This design comes from an exercise in tuning for small area, a short achievable clock period and few clock cycles on the open sky130 flow, not from production work.
Only simulation tests tie the RTL to the original design; equivalence was not proved.
Power is estimated from default activity; no workload was simulated.

==> design/flow/design.v <==
package tsfb_pkg;
  localparam logic [2:0] REG_SRC0_WIDTH  = 3'd0;
  localparam logic [2:0] REG_SRC0_HEIGHT = 3'd1;
  localparam logic [2:0] REG_SRC1_WIDTH  = 3'd2;
  localparam logic [2:0] REG_SRC1_HEIGHT = 3'd3;
  localparam logic [2:0] REG_ALPHA_MODE  = 3'd4;
  localparam int REG_IDX_W  = 3;
  localparam int REG_DATA_W = 13;
  localparam int COORD_W    = 14;
  localparam int CHAN_W     = 8;
  localparam int QUOT_W     = 8;
  localparam int IN_DATA_W  = 120;
  localparam int OUT_DATA_W = 32;
  localparam logic [CHAN_W-1:0] ALPHA_FULL = 8'd255;
  typedef struct packed {
    logic [CHAN_W-1:0]         alpha;
    logic [CHAN_W-1:0]         red;
    logic [CHAN_W-1:0]         green;
    logic [CHAN_W-1:0]         blue;
    logic signed [COORD_W-1:0] y;
    logic signed [COORD_W-1:0] x;
  } sample_t;
  typedef struct packed {
    logic [CHAN_W-1:0] red;
    logic [CHAN_W-1:0] green;
    logic [CHAN_W-1:0] blue;
  } rgb_t;
endpackage
module tsfb_divider #(
  parameter int NUM_W = 41,
  parameter int DEN_W = 32
) (
  input  logic                           clk,
  input  logic                           en,
  input  logic [NUM_W-1:0]               num,
  input  logic [DEN_W-1:0]               den,
  output logic [tsfb_pkg::QUOT_W-1:0]    quot
);
  localparam int CMP_W = NUM_W + tsfb_pkg::QUOT_W;
  logic [NUM_W-1:0]  rem [0:tsfb_pkg::QUOT_W];
  logic [DEN_W-1:0]  dv  [0:tsfb_pkg::QUOT_W];
  logic [tsfb_pkg::QUOT_W-1:0] qp  [0:tsfb_pkg::QUOT_W];
  assign rem[0] = num;
  assign dv[0]  = den;
  assign qp[0]  = '0;
  for (genvar k = 0; k < tsfb_pkg::QUOT_W; k++) begin : g_stage
    localparam int SH = tsfb_pkg::QUOT_W - 1 - k;
    logic [CMP_W-1:0] dsh;
    logic [CMP_W-1:0] rext;
    logic             take;
    assign dsh  = CMP_W'(dv[k]) << SH;
    assign rext = CMP_W'(rem[k]);
    assign take = rext >= dsh;
    always_ff @(posedge clk) begin
      if (en) begin
        rem[k+1] <= take ? NUM_W'(rext - dsh) : rem[k];
        dv[k+1]  <= dv[k];
        qp[k+1]  <= qp[k] | (take ? (8'd1 << SH) : '0);
      end
    end
  end
  assign quot = qp[tsfb_pkg::QUOT_W];
endmodule
module two_source_feather_blend #(
  parameter int MAX_DIM = 4096
) (
  input  logic                              clk,
  input  logic                              rst,
  input  logic                              cfg_wen,
  input  logic [tsfb_pkg::REG_IDX_W-1:0]    cfg_index,
  input  logic [tsfb_pkg::REG_DATA_W-1:0]   cfg_data,
  input  logic                              s_tvalid,
  output logic                              s_tready,
  input  logic [tsfb_pkg::IN_DATA_W-1:0]    s_tdata,
  output logic                              m_tvalid,
  input  logic                              m_tready,
  output logic [tsfb_pkg::OUT_DATA_W-1:0]   m_tdata
);
  localparam int DIM_W  = ($clog2(MAX_DIM + 1) > tsfb_pkg::REG_DATA_W + 1) ?
                          $clog2(MAX_DIM + 1) : tsfb_pkg::REG_DATA_W + 1;
  localparam int WGT_W  = 2 * DIM_W;
  localparam int TOT_W  = WGT_W + 1;
  localparam int SUM_W  = WGT_W + tsfb_pkg::CHAN_W + 1;
  localparam int NUM_W  = SUM_W + 2;
  localparam int DEN_W  = TOT_W + 1;
  localparam int QUOT_W = tsfb_pkg::QUOT_W;
  localparam logic [DIM_W-1:0] DIM_MAX = DIM_W'(MAX_DIM);
  logic [tsfb_pkg::REG_DATA_W-1:0] src0_width, src0_height, src1_width, src1_height;
  logic                  alpha_mode;
  always_ff @(posedge clk) begin
    if (rst) begin
      src0_width  <= 13'd1024;
      src0_height <= 13'd1024;
      src1_width  <= 13'd1024;
      src1_height <= 13'd1024;
      alpha_mode  <= 1'b0;
    end else if (cfg_wen) begin
      unique case (cfg_index)
        tsfb_pkg::REG_SRC0_WIDTH:  src0_width  <= cfg_data;
        tsfb_pkg::REG_SRC0_HEIGHT: src0_height <= cfg_data;
        tsfb_pkg::REG_SRC1_WIDTH:  src1_width  <= cfg_data;
        tsfb_pkg::REG_SRC1_HEIGHT: src1_height <= cfg_data;
        tsfb_pkg::REG_ALPHA_MODE:  alpha_mode  <= cfg_data[0];
        default: ;
      endcase
    end
  end
  logic en;
  assign en       = !m_tvalid || m_tready;
  assign s_tready = en;
  tsfb_pkg::sample_t smp0, smp1;
  assign smp0 = s_tdata[59:0];
  assign smp1 = s_tdata[119:60];
  logic [DIM_W-1:0] d0w, d0h, d1w, d1h;
  assign d0w = (DIM_W'(src0_width)  > DIM_MAX) ? DIM_MAX : DIM_W'(src0_width);
  assign d0h = (DIM_W'(src0_height) > DIM_MAX) ? DIM_MAX : DIM_W'(src0_height);
  assign d1w = (DIM_W'(src1_width)  > DIM_MAX) ? DIM_MAX : DIM_W'(src1_width);
  assign d1h = (DIM_W'(src1_height) > DIM_MAX) ? DIM_MAX : DIM_W'(src1_height);
  function automatic logic axis_in(input logic signed [tsfb_pkg::COORD_W-1:0] c,
                                   input logic [DIM_W-1:0] d);
    axis_in = !c[tsfb_pkg::COORD_W-1] && (DIM_W'(c[tsfb_pkg::COORD_W-2:0]) < d);
  endfunction
  function automatic logic [DIM_W-1:0] axis_fac(input logic signed [tsfb_pkg::COORD_W-1:0] c,
                                                input logic [DIM_W-1:0] d);
    logic [DIM_W-1:0] cp, lo, hi;
    cp = DIM_W'(c[tsfb_pkg::COORD_W-2:0]);
    lo = cp + DIM_W'(1);
    hi = d - cp;
    axis_fac = (lo < hi) ? lo : hi;
  endfunction
  logic             v1, in0_1, in1_1, am_1, a0_1, a1_1;
  logic [DIM_W-1:0] f0x, f0y, f1x, f1y;
  tsfb_pkg::rgb_t             c0_1, c1_1;
  always_ff @(posedge clk) begin
    if (rst) v1 <= 1'b0;
    else if (en) v1 <= s_tvalid;
  end
  always_ff @(posedge clk) begin
    if (en) begin
      in0_1 <= axis_in(smp0.x, d0w) && axis_in(smp0.y, d0h);
      in1_1 <= axis_in(smp1.x, d1w) && axis_in(smp1.y, d1h);
      f0x   <= axis_fac(smp0.x, d0w);
      f0y   <= axis_fac(smp0.y, d0h);
      f1x   <= axis_fac(smp1.x, d1w);
      f1y   <= axis_fac(smp1.y, d1h);
      am_1  <= alpha_mode;
      a0_1  <= smp0.alpha[tsfb_pkg::CHAN_W-1];
      a1_1  <= smp1.alpha[tsfb_pkg::CHAN_W-1];
      c0_1  <= {smp0.red, smp0.green, smp0.blue};
      c1_1  <= {smp1.red, smp1.green, smp1.blue};
    end
  end
  logic             v2;
  logic [WGT_W-1:0] w0_2, w1_2;
  tsfb_pkg::rgb_t             c0_2, c1_2;
  always_ff @(posedge clk) begin
    if (rst) v2 <= 1'b0;
    else if (en) v2 <= v1;
  end
  always_ff @(posedge clk) begin
    if (en) begin
      w0_2 <= !in0_1 ? '0 : (am_1 ? WGT_W'(a0_1) : f0x * f0y);
      w1_2 <= !in1_1 ? '0 : (am_1 ? WGT_W'(a1_1) : f1x * f1y);
      c0_2 <= c0_1;
      c1_2 <= c1_1;
    end
  end
  logic             v3;
  logic [SUM_W-1:0] sb_3, sg_3, sr_3;
  logic [TOT_W-1:0] tot_3;
  always_ff @(posedge clk) begin
    if (rst) v3 <= 1'b0;
    else if (en) v3 <= v2;
  end
  always_ff @(posedge clk) begin
    if (en) begin
      sb_3  <= SUM_W'(w0_2) * c0_2.blue  + SUM_W'(w1_2) * c1_2.blue;
      sg_3  <= SUM_W'(w0_2) * c0_2.green + SUM_W'(w1_2) * c1_2.green;
      sr_3  <= SUM_W'(w0_2) * c0_2.red   + SUM_W'(w1_2) * c1_2.red;
      tot_3 <= TOT_W'(w0_2) + TOT_W'(w1_2);
    end
  end
  logic             v4, any_4;
  logic [NUM_W-1:0] nb_4, ng_4, nr_4;
  logic [DEN_W-1:0] den_4;
  always_ff @(posedge clk) begin
    if (rst) v4 <= 1'b0;
    else if (en) v4 <= v3;
  end
  always_ff @(posedge clk) begin
    if (en) begin
      nb_4  <= {sb_3, 1'b0} + NUM_W'(tot_3);
      ng_4  <= {sg_3, 1'b0} + NUM_W'(tot_3);
      nr_4  <= {sr_3, 1'b0} + NUM_W'(tot_3);
      den_4 <= {tot_3, 1'b0};
      any_4 <= tot_3 != '0;
    end
  end
  logic [QUOT_W-1:0] qb, qg, qr;
  logic              vd  [0:QUOT_W-1];
  logic              anyd[0:QUOT_W-1];
  tsfb_divider #(.NUM_W(NUM_W), .DEN_W(DEN_W)) u_div_b (
    .clk(clk), .en(en), .num(nb_4), .den(den_4), .quot(qb));
  tsfb_divider #(.NUM_W(NUM_W), .DEN_W(DEN_W)) u_div_g (
    .clk(clk), .en(en), .num(ng_4), .den(den_4), .quot(qg));
  tsfb_divider #(.NUM_W(NUM_W), .DEN_W(DEN_W)) u_div_r (
    .clk(clk), .en(en), .num(nr_4), .den(den_4), .quot(qr));
  for (genvar k = 0; k < QUOT_W; k++) begin : g_track
    always_ff @(posedge clk) begin
      if (rst) vd[k] <= 1'b0;
      else if (en) vd[k] <= (k == 0) ? v4 : vd[(k == 0) ? 0 : k-1];
    end
    always_ff @(posedge clk) begin
      if (en) anyd[k] <= (k == 0) ? any_4 : anyd[(k == 0) ? 0 : k-1];
    end
  end
  always_ff @(posedge clk) begin
    if (rst) m_tvalid <= 1'b0;
    else if (en) m_tvalid <= vd[QUOT_W-1];
  end
  always_ff @(posedge clk) begin
    if (en) begin
      m_tdata <= anyd[QUOT_W-1] ? {tsfb_pkg::ALPHA_FULL, qr, qg, qb} : '0;
    end
  end
endmodule
==> design/flow/run.sh <==
#!/bin/bash
# synth_recipe.tcl (not shown) runs the flow's synth.tcl, then flattens the netlist and writes it again
# the make line also repeats each setting of config.mk as NAME=value (left out here)
make -C /OpenROAD-flow-scripts/flow DESIGN_CONFIG=/design/flow/config.mk WORK_HOME=/design/flow/orfs CLKGATE_MAP_FILE= SYNTH_SCRIPT=/design/flow/synth_recipe.tcl finish
==> design/flow/config.mk <==
export PLATFORM = sky130hd
export DESIGN_NAME = two_source_feather_blend
export DESIGN_NICKNAME = two_source_feather_blend
export VERILOG_FILES = /design/flow/design.v
export SDC_FILE = /design/flow/constraint.sdc
export NUM_CORES = 4
export LEC_CHECK = 0
export CAP_MARGIN = 20
export CORE_MARGIN = 2
export CORE_UTILIZATION = 40
export SLEW_MARGIN = 20
==> design/flow/constraint.sdc <==
create_clock -name core_clock -period 7.5 [get_ports {clk}]
set_input_delay 1.5000 -clock core_clock [delete_from_list [all_inputs] [get_ports {clk}]]
set_output_delay 1.5000 -clock core_clock [all_outputs]
set_load 0.01 [all_outputs]
==> run notes <==
[power by group through the flow]
stage	Combinational, mW	Sequential, mW	Clock (mW)
after detailed placement	37.5	16.5	0
after floorplan	27.9	15.6	0
final	37.8	16.4	9.94
after global routing	42.1	16.6	10.6
after CTS	37.7	16.3	10.2
after global placement	37.2	16.5	0
[layer usage]
| layer | global-route usage (%) | wire [µm] |
|---|---|---|
| met4 | 13.8 | 32400 |
| met1 | 26.6 | 182000 |
| met2 | 38.7 | 216000 |
| met3 | 1.82 | 16300 |
| met5 | 0 | 11 |
[kinds of logic after synthesis]
family          Yosys count  share of synthesized area (%)
simple gates           4631                           14.0
buf+inv                2722                           6.52
fa+ha+maj              2798                           28.9
compound gates         3188                           12.6
flops                  1705                           31.9
mux                     130                          0.900
xor+xnor                941                           5.20
[critical path, cell delays in order, from the launching register on]
cell and delay, ns:
edfxtp_1 0.60, buf_4 0.25, nand2_1 0.10, fa_1 0.54, fa_1 0.47, fa_1 0.54
inv_1 0.05, fa_1 0.44, fa_1 0.52, inv_1 0.06, fa_1 0.48, inv_1 0.04
ha_1 0.33, a21o_1 0.18, a21oi_1 0.20, o21bai_2 0.14, a2111oi_2 0.22, buf_4 0.21
o31ai_1 0.08, buf_4 0.18, a221oi_4 0.32, o21ai_2 0.16, a31oi_2 0.30, o31a_1 0.24
o21bai_1 0.09, a21oi_1 0.18, xnor2_1 0.08
[final cells by class]
cell class                 count  area [µm²]  share of cell area (%)
multi-input combinational  11700       97800                    56.1
sequential                  1705       50500                    29.0
inverter                    2168        8150                    4.67
tap                         5242        6560                    3.76
clock buffer                 225        5260                    3.02
timing repair buffer         466        4470                    2.57
clock inverter               148        1440                   0.824
antenna                       11        27.5                  0.0158
[cells in the mapped netlist, types with 143 or more instances]
master	number	area (µm²)
a21o_1	538	4040
a21oi_1	1049	5250
and2_1	705	4410
clkbuf_1	495	1860
edfxtp_1	1639	49200
fa_1	1442	28900
ha_1	1356	17000
inv_1	2166	8130
nand2_1	2000	7510
nand2b_1	173	1080
nand3_1	206	1030
nand4_1	143	895
nor2_1	660	2480
nor2b_1	217	1360
nor3_1	149	746
o21ai_0	734	3670
xnor2_1	549	4810
xor2_1	392	3430
[metrics by stage]
| stage | setup WS (ns) | power (mW) | cell area (µm²) | hold WS [ns] |
|---|---|---|---|---|
| floorplan | 0.342 | 43.5 | 159000 | 0.400 |
| global route | -0.0489 | 69.3 | 174000 | 0.367 |
| detailed placement | -0.0632 | 54.0 | 167000 | 0.405 |
| CTS | 0.0325 | 64.3 | 174000 | 0.359 |
| global placement | -0.119 | 53.7 | 167000 | 0.400 |
| finish | 0.236 | 64.1 | 174000 | 0.381 |
[registers in the layout (all words and copies together) (netlist names), 37 cells and up]
signal       count
u_div_g.dv      56
nb_4            39
sb_3            37
sr_3            37
ng_4            38
u_div_b.dv     140
nr_4            38
u_div_g.rem    266
u_div_b.rem    270
u_div_r.rem    269
sg_3            37
[path summary, 6_finish.rpt]
path / startpoint / endpoint / slack [ns]
setup reg to reg: c0_2[10] / sg_3[34] / 0.24
hold / removal: u_div_r.qp[2][7] / u_div_r.qp[3][7] / 0.38
setup / recovery: c0_2[10] / sg_3[34] / 0.24
hold reg to reg: u_div_r.qp[2][7] / u_div_r.qp[3][7] / 0.38
[repair_timing]
item	4_1_cts	5_1_grt
hold buffers	0	0
setup endpoints to repair	5	13
gates resized for setup	1	9
pin swaps	0	1
setup buffers	0	10
cloned	0	0
==> impl_metrics.toml <==
[run_status]
status = "no timing/DRC/antenna violations"

[cts]
cts_made_buffers = 203
h-tree-depth = 4
cts_tree = "built"
cts_root_buf = "clkbuf_16"
clk_path_buf_depth = 4
clkTransAtPathRegs_ns = 0.06
clk-insertion-delay-late_ns = 0.93
cts_sinks = 1705

[place]
portBuffers = 160
dp_hpwl_mm = 364
placed_cells = 21300
gp_congestion = 0.945

[floorplanning]
io_pins = 175
die_area_um2 = 401000
fp.dieW_um = 633
start_util_pct = 40.1
coreArea_um2 = 395000
die_h_um = 633
rows = 231

[drt]
totalWireLength_mm = 447
drtPass1Iterations = 5
drtIter0Drc = 6815
num_vias = 114000
ant_nets = 0
wire_per_inst_um = 20.6
drc = 0
vias_per_cell = 5.27

[synthesis]
ys_ff_latch = 1705
syn_area_um2 = 158000
synth_fp_nets = 19100
ys_warn_count = 7
async_reset_ff_share_pct = 0
seq_area_frac_synth_pct = 31.9
synth_cells = 16100
avgSynthCellArea_um2 = 9.83
synth_edf_count = 1639
synth.distinct_cells = 108
ys.flop_type = "edfxtp_1"

[critical_path]
path_class = "register to register"
cp.arrival_ns = 7.90
r2r_cells = 26
setup.worst_path.start_class = "register"
worstPathMaxFanout = 8
endpoint_kind = "register"
critPathRequiredTime_ns = 8.14

[timing]
finalSetupViolations = 0
slew_viol_final = 0
hold_violations = 0
max_slew_margin_pct = 17.6
fin_crit_sh_pct = 96.9
timing.setup.tns_ns = 0
clock_skew_ns = 0.0586
tightest_slew_ns = 1.23
max_freq_mhz = 138
period_minus_slack_ns = 7.26

[grt]
grt_usage_pct = 22.2
grt_pass1_vias = 117000
antenna_found_initial = 18
grt_max_degree = 182
grt_pass1_wl_mm = 685
overflow = 0

[power]
cellLeakagePower_nw = 77.7
power.internal_mw = 35.8
combPwrFrac_pct = 58.9
switching_share_pct = 44.2
p_sw_mw = 28.3
power.share.clock_pct = 15.5
pwr-share-seq_pct = 25.5
vdd_drop_max_uv = 604
power_density_nw_per_um2 = 368

[layout]
final.fill_count = 37800
layout_common_cells = "inv_1 (2165), nand2_1 (1999), edfxtp_1 (1639), fa_1 (1442), ha_1 (1356)"
syn_to_final_growth_pct = 9.96
final_cells = 21700
final_core_util_pct = 44.1
nets = 19200
mostFrequentLayoutCell = "inv_1"
drive_above_1_share_pct = 5.44

[worst_hold_path]
min_path_type = "register to register"
min_path_cells = 0

[flow_run]
maxCapViolations = 0
Testbench counts, summed over its fixed seeds: cycles 15,024.

[port drivers added, routing unchanged]
The results above use ideal ports. As a check the final layout listed here was re-extracted and re-timed, cells and wires unchanged. Step 1 sets driving cells, clkbuf_16 on the clock port and buf_2 on the other inputs (assumed; they add their load-dependent delay and slew). Step 2 also shifts input and output timing later by t, the mid clock arrival at the registers, as if the neighbouring blocks saw the same clock. Three values: no drivers, after step 1, after step 2; two values: the first two.
t, ns: 1.018
slack for setup (ns): 0.236 / 0.236 / 0.236
slew at the worst register clock pin (ns): 0.07 / 0.07
pins driven straight from the clock port: 1
After both steps this run still meets setup and hold. For this run, drivers alone change the setup slack by 0.000 ns; drivers and shift together by 0.000 ns.
